Background: an optimization exercise with open tools, aiming at small area, a short achievable clock period and few clock cycles per item. Do not read the settings as production practice. Function was checked by simulation only, so behaviour that the tests miss may differ from the original. Power and IR drop assume default switching activity.

`flow/flow/run.sh`:
```
#!/bin/bash
# The standard layout (the standard.sh, standard synthesis included), with
# plain buf_2 cells as the port buffers instead of the flow's default choice.
set -euo pipefail
bash standard.sh "BUFFER_PORTS_ARGS=-buffer_cell sky130_fd_sc_hd__buf_2" finish > standard_flow.log 2>&1
```
`flow/standard.sh`:
```
#!/bin/bash
# synth_recipe.tcl (not shown) runs the flow's synth.tcl, then flattens the netlist and writes it again
# the make line also repeats each setting of config.mk as NAME=value (left out here)
make -C /OpenROAD-flow-scripts/flow DESIGN_CONFIG=/design/flow/config.mk WORK_HOME=/design/flow/orfs CLKGATE_MAP_FILE= SYNTH_SCRIPT=/design/flow/synth_recipe.tcl "${@:-finish}"
```
`flow/config.mk`:
```
export PLATFORM = sky130hd
export DESIGN_NAME = indexed_sequence_store_core
export DESIGN_NICKNAME = indexed_sequence_store_core
export VERILOG_FILES = /design/flow/design.v
export SDC_FILE = /design/flow/constraint.sdc
export NUM_CORES = 4
export LEC_CHECK = 0
export CAP_MARGIN = 20
export CORE_MARGIN = 2
export CORE_UTILIZATION = 40
export CTS_CLUSTER_DIAMETER = 80
export CTS_CLUSTER_SIZE = 20
export SETUP_SLACK_MARGIN = 3.5
export SLEW_MARGIN = 20
export SYNTH_HIERARCHICAL = 1
export SYNTH_MINIMUM_KEEP_SIZE = 0
export TNS_END_PERCENT = 0
```
`flow/constraint.sdc`:
```
create_clock -name core_clock -period 6.0 [get_ports {clk_i}]
set_input_delay 1.2000 -clock core_clock [delete_from_list [all_inputs] [get_ports {clk_i}]]
set_output_delay 1.2000 -clock core_clock [all_outputs]
set_load 0.01 [all_outputs]
```
`flow/design.v`:
```
`default_nettype none
package isq_pkg;
  localparam int ReqW = 3;
  localparam int PosW = 6;
  localparam int ValW = 32;
  typedef enum logic [ReqW-1:0] {
    REQ_PUSH_HEAD = 3'd0,
    REQ_PUSH_TAIL = 3'd1,
    REQ_POP_HEAD  = 3'd2,
    REQ_POP_TAIL  = 3'd3,
    REQ_INSERT    = 3'd4,
    REQ_REMOVE    = 3'd5,
    REQ_FIND      = 3'd6
  } req_type_e;
  typedef enum logic [1:0] {
    ST_OK     = 2'd0,
    ST_EMPTY  = 2'd1,
    ST_FULL   = 2'd2,
    ST_BADPOS = 2'd3
  } status_e;
endpackage
`default_nettype wire
`default_nettype none
module isq_mem #(
  parameter int DEPTH = 16,
  parameter int WIDTH = 32
) (
  input  wire logic                   clk_i,
  input  wire logic [DEPTH-1:0]       sel_hold_i,
  input  wire logic [DEPTH-1:0]       sel_new_i,
  input  wire logic [DEPTH-1:0]       sel_left_i,
  input  wire logic [DEPTH-1:0]       sel_right_i,
  input  wire logic [WIDTH-1:0]       wdata_i,
  output logic      [DEPTH*WIDTH-1:0] data_o
);
  logic [DEPTH*WIDTH-1:0] mem_q;
  logic [DEPTH*WIDTH-1:0] left, right;
  assign left  = {mem_q[(DEPTH-1)*WIDTH-1:0], wdata_i};
  assign right = {mem_q[DEPTH*WIDTH-1 -: WIDTH], mem_q[DEPTH*WIDTH-1:WIDTH]};
  always_ff @(posedge clk_i) begin
    for (int i = 0; i < DEPTH; i++) begin
      mem_q[i*WIDTH +: WIDTH] <= ({WIDTH{sel_hold_i[i]}}    & mem_q[i*WIDTH +: WIDTH])
                               | ({WIDTH{sel_new_i[i]}}   & wdata_i)
                               | ({WIDTH{sel_left_i[i]}}  & left[i*WIDTH +: WIDTH])
                               | ({WIDTH{sel_right_i[i]}} & right[i*WIDTH +: WIDTH]);
    end
  end
  assign data_o = mem_q;
endmodule
`default_nettype wire
`default_nettype none
import isq_pkg::*;
module isq_ctrl #(
  parameter int LIST_DEPTH = 16
) (
  input  wire logic [ReqW-1:0]       req_type_i,
  input  wire logic [PosW-1:0]       position_i,
  output logic                       ins_o,
  output logic                       pop_o,
  output logic                       rmv_o,
  output logic                       find_o,
  output logic      [LIST_DEPTH-1:0] mask_o
);
  always_comb begin
    ins_o  = 1'b0;
    pop_o  = 1'b0;
    rmv_o  = 1'b0;
    find_o = 1'b0;
    mask_o = '1;
    unique case (req_type_i)
      REQ_PUSH_HEAD: begin
        ins_o  = 1'b1;
        mask_o = LIST_DEPTH'(1);
      end
      REQ_PUSH_TAIL: begin
        ins_o = 1'b1;
      end
      REQ_INSERT: begin
        ins_o = 1'b1;
        for (int i = 0; i < LIST_DEPTH; i++) mask_o[i] = (PosW'(i) <= position_i);
      end
      REQ_POP_HEAD: begin
        pop_o  = 1'b1;
        mask_o = '0;
      end
      REQ_POP_TAIL: begin
        pop_o = 1'b1;
      end
      REQ_REMOVE: begin
        rmv_o = 1'b1;
        for (int i = 0; i < LIST_DEPTH; i++) mask_o[i] = (PosW'(i) < position_i);
      end
      REQ_FIND: begin
        find_o = 1'b1;
      end
      default: begin
      end
    endcase
  end
endmodule
`default_nettype wire
`default_nettype none
module isq_gate #(
  parameter int DEPTH = 16
) (
  input  wire logic             go_i,
  input  wire logic [DEPTH-1:0] p_hold_i,
  input  wire logic [DEPTH-1:0] p_new_i,
  input  wire logic [DEPTH-1:0] p_left_i,
  input  wire logic [DEPTH-1:0] p_right_i,
  output logic      [DEPTH-1:0] sel_hold_o,
  output logic      [DEPTH-1:0] sel_new_o,
  output logic      [DEPTH-1:0] sel_left_o,
  output logic      [DEPTH-1:0] sel_right_o
);
  assign sel_hold_o  = p_hold_i  | {DEPTH{!go_i}};
  assign sel_new_o   = p_new_i   & {DEPTH{go_i}};
  assign sel_left_o  = p_left_i  & {DEPTH{go_i}};
  assign sel_right_o = p_right_i & {DEPTH{go_i}};
endmodule
`default_nettype wire
`default_nettype none
import isq_pkg::*;
module indexed_sequence_store_core (
  input  wire logic            clk_i,
  input  wire logic            rst_ni,
  input  wire logic            req_valid_i,
  output logic                 req_ready_o,
  input  wire logic [2:0]      req_type_i,
  input  wire logic [31:0]     req_value_i,
  input  wire logic [5:0]      req_position_i,
  output logic                 rsp_valid_o,
  input  wire logic            rsp_ready_i,
  output logic [1:0]           rsp_status_o,
  output logic [4:0]           rsp_found_position_o,
  output logic [31:0]          rsp_front_value_o,
  output logic [31:0]          rsp_back_value_o,
  output logic [4:0]           rsp_length_o,
  output logic                 rsp_is_empty_o
);
  localparam int LIST_DEPTH = 16;
  localparam int VALUE_BITS = 32;
  localparam int CntW  = $clog2(LIST_DEPTH + 1);
  logic                  skid_v_q;
  logic [ReqW-1:0]       skid_type_q;
  logic [VALUE_BITS-1:0] skid_value_q;
  logic [PosW-1:0]       skid_pos_q;
  logic                  req_v_q;
  logic                  ins_q, pop_q, rmv_q, find_q;
  logic [LIST_DEPTH-1:0] mask_q;
  logic [VALUE_BITS-1:0] value_q;
  logic [ReqW-1:0]       src_type;
  logic [VALUE_BITS-1:0] src_value;
  logic [PosW-1:0]       src_pos;
  logic                  dec_ins, dec_pop, dec_rmv, dec_find;
  logic [LIST_DEPTH-1:0] dec_mask;
  logic [LIST_DEPTH-1:0] len_q;
  logic [CntW-1:0]       len_bin_q;
  logic [VALUE_BITS-1:0] back_q;
  logic [LIST_DEPTH*VALUE_BITS-1:0] ent;
  logic [LIST_DEPTH-1:0] sel_hold, sel_new, sel_left, sel_right;
  logic                  rsp_valid_q;
  isq_pkg::status_e      status_q, status_d;
  logic [CntW-1:0]       found_q, found_d;
  logic                  found_v_q;   
  logic                  go;
  logic                  apply;
  logic                  req_free;
  logic                  in_take;
  assign req_ready_o = !skid_v_q;
  assign in_take     = req_valid_i && !skid_v_q;
  assign go          = rsp_ready_i || !rsp_valid_q;
  assign apply       = req_v_q && go;
  assign req_free    = !req_v_q || go;
  assign src_type  = skid_v_q ? skid_type_q  : req_type_i;
  assign src_value = skid_v_q ? skid_value_q : req_value_i;
  assign src_pos   = skid_v_q ? skid_pos_q   : req_position_i;
  isq_ctrl #(
    .LIST_DEPTH (LIST_DEPTH)
  ) u_dec (
    .req_type_i (src_type),
    .position_i (src_pos),
    .ins_o      (dec_ins),
    .pop_o      (dec_pop),
    .rmv_o      (dec_rmv),
    .find_o     (dec_find),
    .mask_o     (dec_mask)
  );
  always_ff @(posedge clk_i or negedge rst_ni) begin
    if (!rst_ni) begin
      skid_v_q <= 1'b0;
      req_v_q  <= 1'b0;
    end else begin
      skid_v_q <= skid_v_q ? !req_free : (in_take && !req_free);
      if (req_free) begin
        req_v_q <= skid_v_q || req_valid_i;
      end
    end
  end
  always_ff @(posedge clk_i) begin
    if (!skid_v_q) begin
      skid_type_q  <= req_type_i;
      skid_value_q <= req_value_i;
      skid_pos_q   <= req_position_i;
    end
    if (req_free) begin
      ins_q   <= dec_ins;
      pop_q   <= dec_pop;
      rmv_q   <= dec_rmv;
      find_q  <= dec_find;
      mask_q  <= dec_mask;
      value_q <= src_value;
    end
  end
  logic                  full, rem_ok, rmv_in, ins_ok;
  logic                  at_end, rm_last, clear0;
  logic [LIST_DEPTH:0]   at;      
  logic [LIST_DEPTH:0]   hitv;    
  logic [LIST_DEPTH-1:0] oh_len;  
  logic [LIST_DEPTH-1:0] oh_m2;   
  logic [VALUE_BITS-1:0] rd_m2;   
  logic [LIST_DEPTH-1:0] p_hold, p_new, p_left, p_right;
  logic [LIST_DEPTH-1:0] len_nx;
  logic [CntW-1:0]       len_bin_nx;
  logic [VALUE_BITS-1:0] back_nx;
  assign full   = len_q[LIST_DEPTH-1];
  assign ins_ok = ins_q && !full;
  assign rmv_in = |(len_q & ~mask_q);
  assign rem_ok = pop_q ? len_q[0] : (rmv_q && rmv_in);
  assign clear0 = (!len_q[0] && !ins_q) ||
                  (len_q[0] && !len_q[1] && (pop_q || (rmv_q && !mask_q[0])));
  always_comb begin
    for (int i = 0; i < LIST_DEPTH; i++) begin
      oh_len[i] = ((i == 0) || len_q[(i == 0) ? 0 : i-1]) && !len_q[i];
      oh_m2[i]  = (i + 1 < LIST_DEPTH) && len_q[(i + 1 < LIST_DEPTH) ? i+1 : 0] &&
                  !((i + 2 < LIST_DEPTH) && len_q[(i + 2 < LIST_DEPTH) ? i+2 : 0]);
    end
    at_end  = |(oh_len & mask_q);
    rm_last = (len_q[0] && !len_q[1]) || |(oh_m2 & mask_q);
    rd_m2   = '0;
    for (int i = 0; i < LIST_DEPTH; i++) begin
      rd_m2 = rd_m2 | ({VALUE_BITS{oh_m2[i]}} & ent[i*VALUE_BITS +: VALUE_BITS]);
    end
    for (int i = 0; i < LIST_DEPTH; i++) begin
      at[i] = mask_q[i] && ((i == 0) || len_q[(i == 0) ? 0 : i-1]);
    end
    at[LIST_DEPTH] = 1'b0;
    for (int i = 0; i < LIST_DEPTH; i++) begin
      p_new[i]   = req_v_q && ins_q && !full && at[i] && !at[i+1];
      p_left[i]  = req_v_q && ins_q && !full && !at[i];
      p_right[i] = req_v_q && (pop_q || rmv_q) && !mask_q[i] && (i != LIST_DEPTH-1);
      p_hold[i]  = !(p_new[i] || p_left[i] || p_right[i]);
    end
    if (req_v_q && clear0) begin
      p_right[0] = 1'b0;
      p_hold[0]  = 1'b0;
    end
  end
  isq_gate #(
    .DEPTH (LIST_DEPTH)
  ) u_gate (
    .go_i        (go),
    .p_hold_i    (p_hold),
    .p_new_i     (p_new),
    .p_left_i    (p_left),
    .p_right_i   (p_right),
    .sel_hold_o  (sel_hold),
    .sel_new_o   (sel_new),
    .sel_left_o  (sel_left),
    .sel_right_o (sel_right)
  );
  isq_mem #(
    .DEPTH (LIST_DEPTH),
    .WIDTH (VALUE_BITS)
  ) u_mem (
    .clk_i       (clk_i),
    .sel_hold_i  (sel_hold),
    .sel_new_i   (sel_new),
    .sel_left_i  (sel_left),
    .sel_right_i (sel_right),
    .wdata_i     (value_q),
    .data_o      (ent)
  );
  always_comb begin
    for (int i = 0; i < LIST_DEPTH; i++) begin
      hitv[i] = (ent[i*VALUE_BITS +: VALUE_BITS] == value_q) || !len_q[i];
    end
    hitv[LIST_DEPTH] = 1'b1;
    found_d = CntW'(LIST_DEPTH);
    for (int i = LIST_DEPTH-1; i >= 0; i--) begin
      if (hitv[i]) found_d = CntW'(i);
    end
  end
  always_comb begin
    status_d = ST_OK;
    if (ins_q && full) status_d = ST_FULL;
    else if (pop_q && !len_q[0]) status_d = ST_EMPTY;
    else if (rmv_q && !rmv_in) status_d = ST_BADPOS;
  end
  always_comb begin
    len_nx     = len_q;
    len_bin_nx = len_bin_q;
    back_nx    = back_q;
    if (req_v_q && ins_ok) begin
      len_nx     = {len_q[LIST_DEPTH-2:0], 1'b1};
      len_bin_nx = len_bin_q + CntW'(1);
    end else if (req_v_q && rem_ok) begin
      len_nx     = {1'b0, len_q[LIST_DEPTH-1:1]};
      len_bin_nx = len_bin_q - CntW'(1);
    end
    if (req_v_q) begin
      if (ins_ok && at_end) begin
        back_nx = value_q;
      end else if (rem_ok && rm_last) begin
        back_nx = rd_m2;
      end else if (!len_q[0]) begin
        back_nx = '0;
      end
    end
  end
  always_ff @(posedge clk_i or negedge rst_ni) begin
    if (!rst_ni) begin
      len_q       <= '0;
      len_bin_q   <= '0;
      rsp_valid_q <= 1'b0;
    end else if (go) begin
      rsp_valid_q <= req_v_q;
      len_q       <= len_nx;
      len_bin_q   <= len_bin_nx;
    end
  end
  always_ff @(posedge clk_i) begin
    if (go) begin
      back_q <= back_nx;
    end
    if (apply) begin
      status_q <= status_d;
      found_q  <= found_d;
      found_v_q <= find_q;
    end
  end
  assign rsp_valid_o          = rsp_valid_q;
  assign rsp_status_o         = status_q;
  assign rsp_found_position_o = found_q & {CntW{found_v_q}};
  assign rsp_front_value_o    = ent[VALUE_BITS-1:0];
  assign rsp_back_value_o     = back_q;
  assign rsp_length_o         = len_bin_q;
  assign rsp_is_empty_o       = !len_q[0];
endmodule
`default_nettype wire
```
==> results of run 1 <==
layer usage:
metal	part of all wire [%]	up-vias	global-route usage (%)
met5	0.026	-	0
met4	7.5	8	22.8
met3	14	643	12.6
met2	40	3198	56.0
met1	38	18278	54.0
li1	-	15386	-
state kept, by name, summed over array words and instances (netlist names):
signal / flops
ins_q: 1
status_q: 2
mask_q: 16
found_q: 5
req_v_q: 1
len_q: 16
back_q: 32
skid_pos_q: 6
find_q: 1
u_mem.mem_q: 512
rsp_valid_q: 1
skid_type_q: 3
found_v_q: 1
value_q: 32
pop_q: 1
skid_v_q: 1
rmv_q: 1
skid_value_q: 32
len_bin_q: 5
critical path: stages (launching register included):
cell	delay, ns
edfxtp_1	0.46
buf_4	0.31
xor2_1	0.28
nor4_1	0.56
nand4_1	0.21
o21ai_1	0.23
nor2_1	0.10
nand3_1	0.26
nor2_1	0.10
kinds of logic (layout without fill, tap and decap cells):
group           after synthesis  in the layout  synth area share, %
simple gates                994            995                 12.6
compound gates             1428           1428                 28.0
fa+ha+maj                     4              4                0.155
xor+xnor                    517            517                 12.2
flops                       669            669                 38.9
other cells                   1              6               0.0101
mux                          55             55                 1.63
buf+inv                     427            463                 6.52
timing repair:
action,in CTS,in global routing
pin swaps,10,22
setup buffers,73,30
setup endpoints to repair,659,624
cloned,2,2
resized for setup,163,120
cell usage in the layout (no fill, tap or decap), types with 92 or more instances in the layout:
| cell type | Yosys | final |
|---|---|---|
| a22oi_1 | 1157 | 1145 |
| nand2_1 | 583 | 583 |
| dfxtp_1 | 553 | 535 |
| xor2_1 | 322 | 313 |
| buf_4 | 26 | 174 |
| xnor2_1 | 195 | 171 |
| buf_2 | 255 | 123 |
| nand4_1 | 103 | 103 |
| o21ai_0 | 105 | 96 |
| edfxtp_1 | 92 | 92 |
stage by stage:
| stage | power (mW) | instances |
|---|---|---|
| after floorplan | 9.21 | 4095 |
| after global placement | 11.7 | 5183 |
| after detailed placement | 11.7 | 5183 |
| after CTS | 15.4 | 5343 |
| after global routing | 16.3 | 5375 |
| final | 16.0 | 5380 |
final timing paths:
kind	startpoint	endpoint	slack [ns]	cells after the start
setup / recovery	value_q[17]$_DFFE_PN_	found_q[4]$_SDFFCE_PP0P_	3.23	8
hold / removal	len_bin_q[4]$_DFFE_PN0P_	len_bin_q[4]$_DFFE_PN0P_	0.47	1
setup reg to reg	value_q[17]$_DFFE_PN_	found_q[4]$_SDFFCE_PP0P_	3.23	8
hold reg to reg	len_bin_q[4]$_DFFE_PN0P_	len_bin_q[4]$_DFFE_PN0P_	0.47	1
max in group asynchronous	rst_ni	skid_v_q$_DFF_PN0_	5.03	1
min in group asynchronous	rst_ni	len_bin_q[2]$_DFFE_PN0P_	0.53	1
where the power goes:
part           internal [mW]  switching, mW
Combinational           1.83           3.43
Clock                   1.59           1.91
Sequential              5.42           1.83
layout make-up:
class | count | area (µm²) | area share, %
flip-flops and latches | 669 | 14500 | 34.7
clock buffers | 65 | 1310 | 3.13
inverters | 13 | 60.1 | 0.144
repair buffers | 365 | 2880 | 6.90
diodes | 5 | 12.5 | 0.0300
multi-input cells | 3000 | 21300 | 50.9
well taps | 1243 | 1560 | 3.72
clock inverters | 20 | 206 | 0.494
==> key figures, run 1 <==
Route
  • Residual DRC count: 0
  • First-pass DRT Iterations: 14
  • Routed WL per cell: 36.7 µm
  • Post-Route WL: 197 mm
  • Via count: 37513
  • ANT nets after route: 0
  • Drt first-iter violations: 6626
  • Via-to-Cell Ratio: 6.97

Yosys
  • Cells after synthesis: 4095
  • Most frequent cell after synthesis: a22oi_1
  • Synth top area share: 29.9%
  • Synth async-reset ratio: 3.59%
  • Ys flop type: dfxtp_1
  • Cell variety after synth: 62
  • Syn Area/Cell: 9.05 µm²
  • Synth Register Bits: 669
  • Top post-synthesis cells by count: a22oi_1 (1157), nand2_1 (583), dfxtp_1 (553), xor2_1 (322), buf_2 (255)
  • Post-synthesis cell area: 37100 µm²
  • Synth area leaders: dfxtp_1 (30%), a22oi_1 (23%), xor2_1 (7.6%)
  • Syn Nets: 4144
  • Seq/Total Area, Yosys: 38.9%
  • Yosys warning count: 9
  • Area leader, netlist: dfxtp_1
  • Post-synth EDFFs: 92

Floorplan
  • Cell Rows: 111
  • Die area: 95100 µm²
  • Starting Density: 40.4%
  • Chip height: 308 µm
  • Core area: 91800 µm²
  • Num ports: 124
  • Die Width: 308 µm

Worst setup path
  • Crit start category: flip-flop
  • Worst endpoint required time: 6.41 ns
  • Arrival @ worst endpoint: 3.17 ns
  • Crit Path Category: reg -> reg
  • Critical path peak fanout: 13
  • Crit. End Element: flip-flop

CTS
  • CTS buffer count: 46
  • Clock buffer depth: 3
  • Clock slew at reported path FFs: 0.08 ns
  • Clock sink count: 669
  • CTS Root Cell: clkbuf_16
  • CTS tree: done
  • Cts hold-fix bufs: 0
  • Worst-Skew Late Latency: 0.67 ns
  • CTS H-tree depth: 2

Timing
  • Period utilization: 46.1%
  • Slew HR: 19.0%
  • Worst-Margin Slew: 1.22 ns
  • Final setup fails: 0
  • Layout Skew: 0.0397 ns
  • FMAX: 361 MHz
  • Final Hold Violating Endpoints: 0
  • Final worst slack: 3.23 ns
  • Crit path time final: 2.77 ns
  • RSZ-0062 raised after global routing: yes
  • Hold slack: 0.472 ns
  • Fin. max-slew vios: 0
  • Total negative slack: 0 ns

Pwr
  • Power Dens Cells: 383 nW/µm²
  • Leak pwr: 16.9 nW
  • Max VDD drop: 324 µV

Global routing
  • Pin count of the biggest net entering global routing: 65
  • Global route overflow: 0
  • Total track usage: 40.0%
  • First-pass GRT wire length: 272 mm
  • Initial antenna violation count: 8
  • Vias in the first global route: 33654

Layout
  • Final nets: 4144
  • Fillers: 8935
  • Fin area: 41800 µm²
  • Fin util: 45.5%
  • Synth-to-layout area growth: 12.7%
  • Layout cell share with drive strength beyond 1: 16.1%

Place
  • PortBufs: 123
  • Setup WS pre-CTS: 1.89 ns
  • DP Wirelength: 133 mm
  • Placement Cell Area: 38000 µm²
  • GP Congestion: 1.08

Min path
  • Worst min-delay path class: reg -> reg

Status
  • Outcome: complete, no violations

Flow run
  • Max_cap viols: 0
Testbench counts, summed over its fixed seeds: cycles 6,416, items 6,400.
==> run 2, diff against run 1 <==
--- a/flow/config.mk
+++ b/flow/config.mk
@@ -10,4 +10,2 @@
 export CORE_UTILIZATION = 40
-export CTS_CLUSTER_DIAMETER = 80
-export CTS_CLUSTER_SIZE = 20
 export SETUP_SLACK_MARGIN = 3.5
==> run 2 against run 1 <==
Cell area grew 3.0%. Critical path depth stayed put. Clock-buffer cell count increased by 56. Global-route usage grew 0.32 points. Largest power group unchanged. Register-to-register slack better by 0.04 ns. Non-clock buffer count rose by 9. Maximum frequency increased by 1.4%. Cell count increased by 1.3%. Utilization increased by 1.4 points.
==> key figures, run 2 <==
Status
  • Outcome: complete, no violations

Timing
  • Final setup fails: 0
  • RSZ-0062 raised after global routing: yes
  • Worst-Margin Slew: 1.25 ns
  • Fin. max-slew vios: 0
  • Hold slack: 0.470 ns
  • Slew HR: 16.5%
  • Final Hold Violating Endpoints: 0
  • Total negative slack: 0 ns
  • Period utilization: 45.5%
  • Crit path time final: 2.73 ns
  • Layout Skew: 0.0285 ns
  • FMAX: 366 MHz

Worst setup path
  • R2R setup slack: 3.27 ns
  • Bufs and invs on worst path: 1
  • Top delay family on crit path: simple AND/OR/NAND/NOR gates
  • Critical path peak fanout: 33
  • Crit-path slowest cell: xor2_1
  • Crit Path Category: reg -> reg
  • Crit start category: flip-flop
  • Max incr delay on CP: 0.61 ns
  • Worst Reg2Reg Path Length in Cells: 8
  • CP Cell Sequence: clkbuf_8, xor2_1, nor4_1, nand4_1, o21ai_1, nor2_1, nand3_2, nor2b_1
  • Worst endpoint required time: 6.42 ns
  • Crit. End Element: flip-flop
  • Arrival @ worst endpoint: 3.15 ns
  • CP Depth: 8

Yosys
  • Area leader, netlist: dfxtp_1
  • Syn Area/Cell: 9.05 µm²
  • Seq/Total Area, Yosys: 38.9%
  • Post-synth EDFFs: 92
  • Cell variety after synth: 62
  • Top post-synthesis cells by count: a22oi_1 (1157), nand2_1 (583), dfxtp_1 (553), xor2_1 (322), buf_2 (255)
  • Cells after synthesis: 4095
  • Syn Nets: 4144
  • Ys flop type: dfxtp_1
  • Synth area leaders: dfxtp_1 (30%), a22oi_1 (23%), xor2_1 (7.6%)
  • Post-synthesis cell area: 37100 µm²
  • Yosys warning count: 9
  • Synth top area share: 29.9%
  • Synth Register Bits: 669
  • Most frequent cell after synthesis: a22oi_1
  • Synth async-reset ratio: 3.59%

Floorplan
  • Cell Rows: 111
  • Starting Density: 40.4%
  • Num ports: 124
  • Chip height: 308 µm
  • Die area: 95100 µm²
  • Core area: 91800 µm²
  • Die Width: 308 µm

Layout
  • Most frequent cells in the layout: a22oi_1 (1144), nand2_1 (583), dfxtp_1 (535)
  • Fillers: 8853
  • Synth-to-layout area growth: 16.1%
  • Layout cell share with drive strength beyond 1: 17.6%
  • Commonest non-fill, non-tap cell in the layout: a22oi_1
  • Final nets: 4186
  • Final non-filler cell total: 5448
  • Top reg by flops: u_mem.mem_q
  • Max reg flops: 512

Route
  • Routed length on met2: 78.8 mm
  • Via count: 37689
  • DR WL met3: 28.3 mm
  • Drt first-iter violations: 6867
  • Highest metal used: met5
  • First-pass DRT Iterations: 14
  • ANT nets after route: 0
  • Residual DRC count: 0
  • Post-Route WL: 198 mm
  • DRT met1 WL: 75.8 mm
  • Via-to-Cell Ratio: 6.92
  • Routed WL per cell: 36.4 µm

CTS
  • CTS tree: done
  • CTS buffer count: 79
  • Clock sink count: 669
  • Cts hold-fix bufs: 0
  • CTS H-tree depth: 3
  • Worst-Skew Late Latency: 0.69 ns
  • Clock slew at reported path FFs: 0.06 ns
  • Clock buffer depth: 3
  • CTS Root Cell: clkbuf_16

Min path
  • WHS Path Cells: 1
  • Worst min-delay path class: reg -> reg

Global routing
  • First-pass GRT wire length: 274 mm
  • Pin count of the biggest net entering global routing: 65
  • Total track usage: 40.4%
  • Initial antenna violation count: 9
  • Vias in the first global route: 34196
  • Global route overflow: 0

Place
  • Placed Cells: 5183
  • GP Congestion: 1.08
  • PortBufs: 123
  • DP Wirelength: 133 mm

Pwr
  • Power Dens Cells: 410 nW/µm²
  • Max VDD drop: 218 µV
  • Leak pwr: 17.5 nW

Flow run
  • Max_cap viols: 0
## run 2: through the flow
stage / setup slack, ns / utilization (%) / power [mW] / cell area [µm²]
floorplan: 2.78 / - / 9.21 / 37100
detailed placement: 1.89 / 41.4 / 11.7 / 38000
CTS: 3.32 / 45.9 / 17.1 / 42100
global route: 3.29 / 46.9 / 18.0 / 43000
global placement: 1.96 / 41.4 / 11.7 / 38000
finish: 3.27 / 46.9 / 17.7 / 43000
## run 2: cells by family after synthesis
group / after synthesis / share of synthesized area [%]
XOR/XNOR: 517 / 12.2
other: 1 / 0.0101
multiplexers: 55 / 1.63
buffers and inverters: 427 / 6.52
adder cells (fa/ha/maj): 4 / 0.155
AND/OR/NAND/NOR: 994 / 12.6
flip-flops: 669 / 38.9
AO/OA/AOI/OAI: 1428 / 28.0
## run 2: layout make-up
cell class / count / area [µm²] / area share, %
multi-input combinational: 3000 / 21200 / 49.3
sequential: 669 / 14500 / 33.7
timing repair buffer: 374 / 3000 / 6.97
clock buffer: 121 / 2410 / 5.61
tap: 1243 / 1560 / 3.62
clock inverter: 26 / 283 / 0.657
inverter: 13 / 60.1 / 0.140
antenna: 2 / 5.00 / 0.0116
## run 2: worst register-to-register path: cells and delay by family (launching register included)
family / cells / cell delay, ns
and+or+nand+nor: 5 / 0.99
xor gates and xnor gates: 1 / 0.67
DFF: 1 / 0.34
buffers and inverters: 1 / 0.34
AOI/OAI and AO/OA: 1 / 0.13
## run 2: routing by layer
layer  vias to the layer above  GRT usage (%)
met4                         8           24.3
met1                     18396           53.9
met5                         -          0.310
met2                      3151           55.7
li1                      15487              -
met3                       647           13.6
## run 2: worst paths after layout
path	startpoint	to
max in group asynchronous	rst_ni	skid_v_q$_DFF_PN0_
hold reg to reg	len_bin_q[4]$_DFFE_PN0P_	len_bin_q[4]$_DFFE_PN0P_
setup reg to reg	value_q[8]$_DFFE_PN_	found_q[3]$_SDFFCE_PP0P_
min in group asynchronous	rst_ni	len_q[9]$_DFFE_PN0P_
setup / recovery	value_q[8]$_DFFE_PN_	found_q[3]$_SDFFCE_PP0P_
hold / removal	len_bin_q[4]$_DFFE_PN0P_	len_bin_q[4]$_DFFE_PN0P_
## run 2: repair_timing
item,4_1_cts,5_1_grt
setup buffers,73,38
endpoints found under the setup margin,659,623
pin swaps,8,26
gates resized for setup,182,117
cloned,2,2
## run 2: power by group
group	internal (mW)	switching [mW]	leakage, nW
combinational	1.83	3.44	10.5
sequential	5.43	1.82	5.69
clock	2.99	2.14	1.32
==> run 3, diff against run 2 <==
--- a/flow/design.v
+++ b/flow/design.v
@@ -315,4 +315,2 @@
         back_nx = rd_m2;
-      end else if (!len_q[0]) begin
-        back_nx = '0;
       end
@@ -345,3 +343,3 @@
   assign rsp_front_value_o    = ent[VALUE_BITS-1:0];
-  assign rsp_back_value_o     = back_q;
+  assign rsp_back_value_o     = back_q & {VALUE_BITS{len_q[0]}};
   assign rsp_length_o         = len_bin_q;
--- a/flow/config.mk
+++ b/flow/config.mk
@@ -10,2 +10,4 @@
 export CORE_UTILIZATION = 40
+export CTS_CLUSTER_DIAMETER = 80
+export CTS_CLUSTER_SIZE = 20
 export SETUP_SLACK_MARGIN = 3.5
==> run 3 against run 2 <==
Still clean. Worst setup slack lost 0.21 ns. Sequential cell count did not move. Cell area down 5.6%. Routed wire length shrank 9.1%. Critical endpoint unchanged.
==> key figures, run 3 <==
Place
  • Placement Cell Area: 38200 µm²
  • Setup WS pre-CTS: 2.27 ns
  • PortBufs: 123
  • DP Wirelength: 127 mm
  • GP Congestion: 1.09

Yosys
  • Ys flop type: dfxtp_1
  • Syn Nets: 4177
  • Cell variety after synth: 67
  • Most frequent cell after synthesis: a22oi_1
  • Synth area leaders: dfxtp_1 (30%), a22oi_1 (23%), xor2_1 (9.1%)
  • Post-synthesis cell area: 37300 µm²
  • Syn Area/Cell: 9.04 µm²
  • Synth async-reset ratio: 3.59%
  • Synth top area share: 29.7%
  • Seq/Total Area, Yosys: 38.7%
  • Area leader, netlist: dfxtp_1
  • Top post-synthesis cells by count: a22oi_1 (1145), dfxtp_1 (553), nand2_1 (551), xor2_1 (386), buf_2 (245)
  • Cells after synthesis: 4128
  • Post-synth EDFFs: 92
  • Yosys warning count: 9
  • Synth Register Bits: 669

Floorplan
  • Starting Density: 40.2%
  • Core area: 92900 µm²
  • Die area: 95800 µm²
  • Chip height: 310 µm
  • Die Width: 310 µm
  • Num ports: 124
  • Cell Rows: 112

Worst setup path
  • Max incr delay on CP: 0.79 ns
  • CP Cell Sequence: buf_4, xor2_1, nor4_1, nand4_1, o21ai_0, nor4_2, nand2_1, nor2b_1
  • Crit-path slowest cell: nor4_1
  • Arrival @ worst endpoint: 3.36 ns
  • Crit start category: flip-flop
  • Critical path peak fanout: 16
  • Worst endpoint required time: 6.41 ns
  • Crit Path Category: reg -> reg
  • Crit. End Element: flip-flop

Timing
  • RSZ-0062 raised after global routing: yes
  • Crit path time final: 2.94 ns
  • Final worst slack: 3.06 ns
  • Total negative slack: 0 ns
  • Final setup fails: 0
  • Slew HR: 13.5%
  • Worst-Margin Slew: 1.30 ns
  • FMAX: 340 MHz
  • Layout Skew: 0.0450 ns
  • Fin. max-slew vios: 0
  • Final Hold Violating Endpoints: 0
  • Period utilization: 49.1%

Route
  • ANT nets after route: 0
  • Residual DRC count: 0
  • Post-Route WL: 180 mm
  • First-pass DRT Iterations: 9
  • Routed WL per cell: 33.7 µm
  • Via count: 36362
  • Drt first-iter violations: 6488
  • Via-to-Cell Ratio: 6.81

Global routing
  • Pin count of the biggest net entering global routing: 55
  • Initial antenna violation count: 5
  • Total track usage: 36.4%
  • First-pass GRT wire length: 254 mm
  • Vias in the first global route: 32907
  • Global route overflow: 0

Layout
  • Layout cell share with drive strength beyond 1: 13.0%
  • Fillers: 9078
  • Top reg by flops: u_mem.mem_q
  • Final nets: 4099
  • Max reg flops: 512
  • Most frequent cells in the layout: a22oi_1 (1139), dfxtp_1 (552), nand2_1 (551)
  • Commonest non-fill, non-tap cell in the layout: a22oi_1
  • Synth-to-layout area growth: 8.76%
  • Fin area: 40600 µm²

Pwr
  • Power Dens Cells: 382 nW/µm²
  • Final Power: 15.5 mW
  • Max VDD drop: 206 µV
  • Leak pwr: 16.7 nW

CTS
  • Clock sink count: 669
  • CTS buffer count: 45
  • CTS tree: done
  • Worst-Skew Late Latency: 0.68 ns
  • CTS H-tree depth: 2
  • CTS Root Cell: clkbuf_16
  • Clock slew at reported path FFs: 0.09 ns
  • Clock buffer depth: 3
  • Cts hold-fix bufs: 0

Status
  • Outcome: complete, no violations

Flow run
  • Max_cap viols: 0

Min path
  • Worst min-delay path class: reg -> reg
[run 3: cell count changes in the layout (fill, tap and decap cells not counted), moves of 28 or more]
cell,delta
clkbuf_16,-40
o21ai_1,-32
xnor2_1,-49
nor4_1,+37
a21oi_1,+42
inv_1,+29
buf_4,-47
xor2_1,+71
o21ai_0,-28
nand2_1,-32
[run 3: per-stage QoR]
step / hold WS [ns] / std cells / util (%)
finish: 0.475 / 5339 / 43.7
global route: 0.491 / 5338 / 43.7
CTS: 0.478 / 5334 / 43.4
detailed placement: 0.457 / 5211 / 41.1
global placement: 0.452 / 5211 / 41.1
floorplan: 0.400 / 4128 / -
[run 3: repair_timing]
action                                  in CTS  in global routing
endpoints found under the hold margin        0                  0
resized for setup                           81                 55
buffers inserted                            41                  4
endpoints found under the setup margin     673                641
cloned                                       1                  0
pin swaps                                    4                  4
[run 3: logic make-up after synthesis]
kind of cell             synth area share, %
flip-flops                              38.7
AO/OA/AOI/OAI                           27.5
adder cells (fa/ha/maj)                0.154
AND/OR/NAND/NOR                         13.1
XOR/XNOR                                12.1
multiplexers                            1.65
buffers and inverters                   6.82
other                                 0.0100
[run 3: path summary, 6_finish.rpt]
kind / startpoint / end / slack (ns) / cells after the start
min reg2reg: skid_value_q[20]$_DFF_P_ / skid_value_q[20]$_DFF_P_ / 0.48 / 1
max in group asynchronous: rst_ni / len_q[3]$_DFFE_PN0P_ / 5.00 / 1
min in group asynchronous: rst_ni / rsp_valid_q$_DFFE_PN0P_ / 0.55 / 1
min: skid_value_q[20]$_DFF_P_ / skid_value_q[20]$_DFF_P_ / 0.48 / 1
max reg2reg: value_q[1]$_DFFE_PN_ / found_q[3]$_SDFFCE_PP0P_ / 3.06 / 8
max: value_q[1]$_DFFE_PN_ / found_q[3]$_SDFFCE_PP0P_ / 3.06 / 8
[run 3: report_power, final]
| part | internal, mW | switching, mW | total (mW) |
|---|---|---|---|
| sequential | 5.41 | 1.70 | 7.11 |
| combinational | 1.67 | 3.34 | 5.01 |
| clock | 1.54 | 1.84 | 3.39 |
[run 3: layout make-up]
cell class                 count  area (µm²)  area share [%]
multi-input combinational   3002       20900            51.4
clock buffer                  62        1240            3.06
antenna                        1        2.50         0.00616
clock inverter                19         199           0.490
inverter                      40         154           0.379
tap                         1254        1570            3.86
timing repair buffer         292        2100            5.17
sequential                   669       14500            35.6
[run 3: routing by layer]
metal | global-route usage [%] | share of wire (%)
met1 | 49.1 | 40
met2 | 51.4 | 40
met3 | 12.4 | 14
met4 | 18.6 | 6.4
met5 | 0 | 0.017
[run 3: critical path: cells and delay by family (launching register included)]
family          cells  cell delay [ns]
compound gates      1             0.53
xor+xnor            1             0.27
buf+inv             1             0.32
flops               1             0.33
simple gates        5             1.24
Testbench counts of run 3, summed over its fixed seeds: cycles 6,416, items 6,400.
==> run 4, diff against run 3 <==
--- a/flow/design.v
+++ b/flow/design.v
@@ -151,2 +151,3 @@
   logic [VALUE_BITS-1:0] value_q;
+  logic [VALUE_BITS-1:0] find_value_q;   
   logic [ReqW-1:0]       src_type;
@@ -164,3 +165,2 @@
   logic [CntW-1:0]       found_q, found_d;
-  logic                  found_v_q;   
   logic                  go;
@@ -212,2 +212,5 @@
       value_q <= src_value;
+      if (dec_find) begin
+        find_value_q <= src_value;
+      end
     end
@@ -285,3 +288,3 @@
     for (int i = 0; i < LIST_DEPTH; i++) begin
-      hitv[i] = (ent[i*VALUE_BITS +: VALUE_BITS] == value_q) || !len_q[i];
+      hitv[i] = (ent[i*VALUE_BITS +: VALUE_BITS] == find_value_q) || !len_q[i];
     end
@@ -292,2 +295,3 @@
     end
+    if (!find_q) found_d = '0;
   end
@@ -315,2 +319,4 @@
         back_nx = rd_m2;
+      end else if (!len_q[0]) begin
+        back_nx = '0;
       end
@@ -336,3 +342,2 @@
       found_q  <= found_d;
-      found_v_q <= find_q;
     end
@@ -341,5 +346,5 @@
   assign rsp_status_o         = status_q;
-  assign rsp_found_position_o = found_q & {CntW{found_v_q}};
+  assign rsp_found_position_o = found_q;
   assign rsp_front_value_o    = ent[VALUE_BITS-1:0];
-  assign rsp_back_value_o     = back_q & {VALUE_BITS{len_q[0]}};
+  assign rsp_back_value_o     = back_q;
   assign rsp_length_o         = len_bin_q;
--- a/flow/config.mk
+++ b/flow/config.mk
@@ -10,4 +10,2 @@
 export CORE_UTILIZATION = 40
-export CTS_CLUSTER_DIAMETER = 80
-export CTS_CLUSTER_SIZE = 20
 export SETUP_SLACK_MARGIN = 3.5
==> run 4 against run 3 <==
Maximum frequency grew 2.4%. Clock power grew about 50%. Routed wire length grew 1.1%. Clock skew shrank 0.015 ns. Cell area grew 7.5%. Critical path depth is the same. Highest routed layer unchanged. Sequential share of layout area shrank 0.32 points. Global-route usage shrank 0.85 points. Utilization grew 2.3 points. Die area grew 2.4%. Still clean. Cell count grew 2.8%.
==> key figures, run 4 <==
Route
  • Post-Route WL: 182 mm
  • Residual DRC count: 0
  • ANT nets after route: 0
  • Via count: 36600
  • First-pass DRT Iterations: 12
  • Routed WL per cell: 33.1 µm
  • Drt first-iter violations: 6406
  • Via-to-Cell Ratio: 6.67

Place
  • PortBufs: 123
  • GP Congestion: 1.07
  • Setup WS pre-CTS: 2.21 ns
  • DP Wirelength: 134 mm

Floorplan
  • Core area: 94900 µm²
  • Die area: 98100 µm²
  • Chip height: 313 µm
  • Die Width: 313 µm
  • Starting Density: 40.3%
  • Cell Rows: 113
  • Num ports: 124

Yosys
  • Seq/Total Area, Yosys: 40.2%
  • Top post-synthesis cells by count: a22oi_1 (1147), nand2_1 (596), dfxtp_1 (553), xor2_1 (385), buf_2 (248)
  • Most frequent cell after synthesis: a22oi_1
  • Cell variety after synth: 73
  • Ys flop type: dfxtp_1
  • Synth area leaders: dfxtp_1 (29%), a22oi_1 (23%), edfxtp_1 (9.7%)
  • Area leader, netlist: dfxtp_1
  • Syn Area/Cell: 9.20 µm²
  • Syn Nets: 4206
  • Yosys warning count: 9
  • Synth top area share: 28.9%
  • Post-synth EDFFs: 123
  • Cells after synthesis: 4157
  • Synth Register Bits: 700
  • Synth async-reset ratio: 3.43%
  • Post-synthesis cell area: 38300 µm²

Timing
  • RSZ-0062 raised after global routing: yes
  • Period utilization: 47.9%
  • Slew HR: 14.7%
  • Layout Skew: 0.0301 ns
  • Worst-Margin Slew: 1.28 ns
  • Final worst slack: 3.13 ns
  • Hold slack: 0.479 ns
  • Total negative slack: 0 ns
  • FMAX: 348 MHz
  • Final Hold Violating Endpoints: 0
  • Fin. max-slew vios: 0
  • Final setup fails: 0
  • Crit path time final: 2.87 ns

Pwr
  • Flop pwr share: 45.6%
  • Power Dens Cells: 386 nW/µm²
  • Clock network power share: 30.3%
  • Sw Ratio: 39.7%
  • Sw Pwr: 6.68 mW
  • Leak pwr: 17.9 nW
  • Max VDD drop: 300 µV
  • Internal: 10.1 mW
  • Comb power frac: 24.1%

Layout
  • Final nets: 4205
  • Seq. cell area: 15400 µm²
  • Top reg by flops: u_mem.mem_q
  • Most frequent cells in the layout: a22oi_1 (1146), nand2_1 (595), dfxtp_1 (548)
  • Max reg flops: 512
  • Fin util: 46.0%
  • Synth-to-layout area growth: 14.1%
  • Area occupied by multi-input gates: 21400 µm²
  • Layout cell share with drive strength beyond 1: 15.6%
  • Fillers: 9023
  • Commonest non-fill, non-tap cell in the layout: a22oi_1

Worst setup path
  • R2R setup slack: 3.13 ns
  • FF-to-FF End: found_q[4]$_SDFFCE_PP0P_
  • Critical path peak fanout: 9
  • FF-to-FF Start: find_value_q[30]$_DFFE_PP_
  • CP startpoint: find_value_q[30]$_DFFE_PP_
  • Crit Path Category: reg -> reg
  • Crit. End Element: flip-flop
  • Arrival @ worst endpoint: 3.37 ns
  • Worst endpoint required time: 6.49 ns
  • Crit start category: flip-flop
  • Worst Reg2Reg Path Length in Cells: 8

CTS
  • CTS buffer count: 81
  • Cts hold-fix bufs: 0
  • Clock slew at reported path FFs: 0.06 ns
  • Worst-Skew Late Latency: 0.65 ns
  • Clock sink count: 700
  • CTS Root Cell: clkbuf_16
  • CTS H-tree depth: 3
  • CTS tree: done
  • Clock buffer depth: 3

Global routing
  • Pin count of the biggest net entering global routing: 65
  • Vias in the first global route: 33181
  • First-pass GRT wire length: 255 mm
  • Initial antenna violation count: 6
  • Total track usage: 35.6%
  • Global route overflow: 0

Flow run
  • Max_cap viols: 0

Min path
  • Hold worst-path end: len_bin_q[4]$_DFFE_PN0P_
  • WHS Path Cells: 1
  • Min-delay src: len_bin_q[4]$_DFFE_PN0P_
  • Worst min-delay path class: reg -> reg

Status
  • Outcome: complete, no violations
-- run 4: cells by family after synthesis --
logic type | count (synthesis) | share of synthesized area, %
other | 1 | 0.00980
XOR/XNOR | 517 | 11.9
buffers and inverters | 434 | 6.60
adder cells (fa/ha/maj) | 4 | 0.150
flip-flops | 700 | 40.2
AO/OA/AOI/OAI | 1434 | 27.3
multiplexers | 55 | 1.58
AND/OR/NAND/NOR | 1012 | 12.3
-- run 4: power by group through the flow --
stage	combinational (mW)	clock [mW]	sequential [mW]
6_report	4.06	5.10	7.67
5_1_grt	4.24	5.30	7.64
4_1_cts	3.88	5.11	7.47
3_5_place_dp	3.61	0	7.58
3_3_place_gp	3.57	0	7.58
2_1_floorplan	2.46	0	6.67
-- run 4: cell type report --
cell class              count  area share [%]
clock buffers             115            5.31
clock inverters            33           0.800
diodes                      3          0.0172
well taps                1265            3.63
inverters                  14           0.138
repair buffers            333            5.87
flip-flops and latches    700            35.3
multi-input cells        3026            49.0
-- run 4: stage by stage --
step / cells / instance area, µm² / power, mW
floorplan: 4157 / 38300 / 9.13
global placement: 5239 / 39000 / 11.1
detailed placement: 5239 / 39000 / 11.2
CTS: 5463 / 43100 / 16.5
global route: 5487 / 43600 / 17.2
finish: 5489 / 43600 / 16.8
-- run 4: layer usage --
layer | share of wire, % | GRT usage, %
met4 | 7.0 | 21.5
met2 | 40 | 49.0
met1 | 39 | 48.6
met5 | 0.015 | 0
met3 | 14 | 10.7
-- run 4: critical path, cell delays in order, from the launching register on --
cell	delay [ns]
edfxtp_1	0.55
buf_4	0.31
xor2_1	0.41
nor4_1	0.12
nand4_1	0.20
o21ai_1	0.17
or4_1	0.56
nand2b_1	0.23
nor2_1	0.16
-- run 4: worst max path at each step --
| stage | to | slack (ns) | cells past startpoint |
|---|---|---|---|
| after floorplan | find_value_q[0]$_DFFE_PP_ | 2.29 | 2 |
| after global placement | back_q[7]$_DFFE_PP_ | 2.27 | 5 |
| after detailed placement | back_q[4]$_DFFE_PP_ | 2.21 | 5 |
| after CTS | found_q[0]$_SDFFCE_PP0P_ | 3.30 | 9 |
| after global routing | found_q[1]$_SDFFCE_PP0P_ | 3.17 | 9 |
| final | found_q[4]$_SDFFCE_PP0P_ | 3.13 | 8 |
-- run 4: repair_timing --
item,4_1_cts,5_1_grt
gates cloned,3,1
setup endpoints to repair,684,673
endpoints found under the hold margin,0,0
buffers inserted,73,22
pin swaps,26,33
resized for setup,148,81
Testbench counts of run 4, summed over its fixed seeds: cycles 6,416, items 6,400.

what the ideal ports hide:
How much do the figures lean on ideal ports? The routed layouts below were timed once more, with nothing changed but the port constraints.
Step 1, drivers: a clkbuf_16 drives clk_i and a buf_2 each remaining input, both assumed.
Step 2 moves the port delays by t, midway between the first and last clock arrival at a register: inputs arrive t later, outputs are due t later. That takes back most of the time a late clock gives input paths.
Slacks: no drivers / after step 1 / after step 2; pairs: no drivers / after step 1.
| run | shift t [ns] | setup WS [ns] | worst slew at a driven data input, ns | pins driven straight from the clock port |
|---|---|---|---|---|
| run 1 | 0.723 | 3.232 / 3.195 / 2.889 | 0.05 | 1 |
| run 2 | 0.744 | 3.271 / 3.254 / 2.741 | 0.05 | 1 |
| run 3 | 0.725 | 3.056 / 3.056 / 2.548 | 0.08 | 1 |
| run 4 | 0.708 | 3.127 / 3.127 / 2.775 | 0.08 | 1 |
After both steps every run listed still meets setup and hold. The setup slack of run 2, which loses most, moves by -0.017 ns with the drivers and by -0.530 ns with both steps.
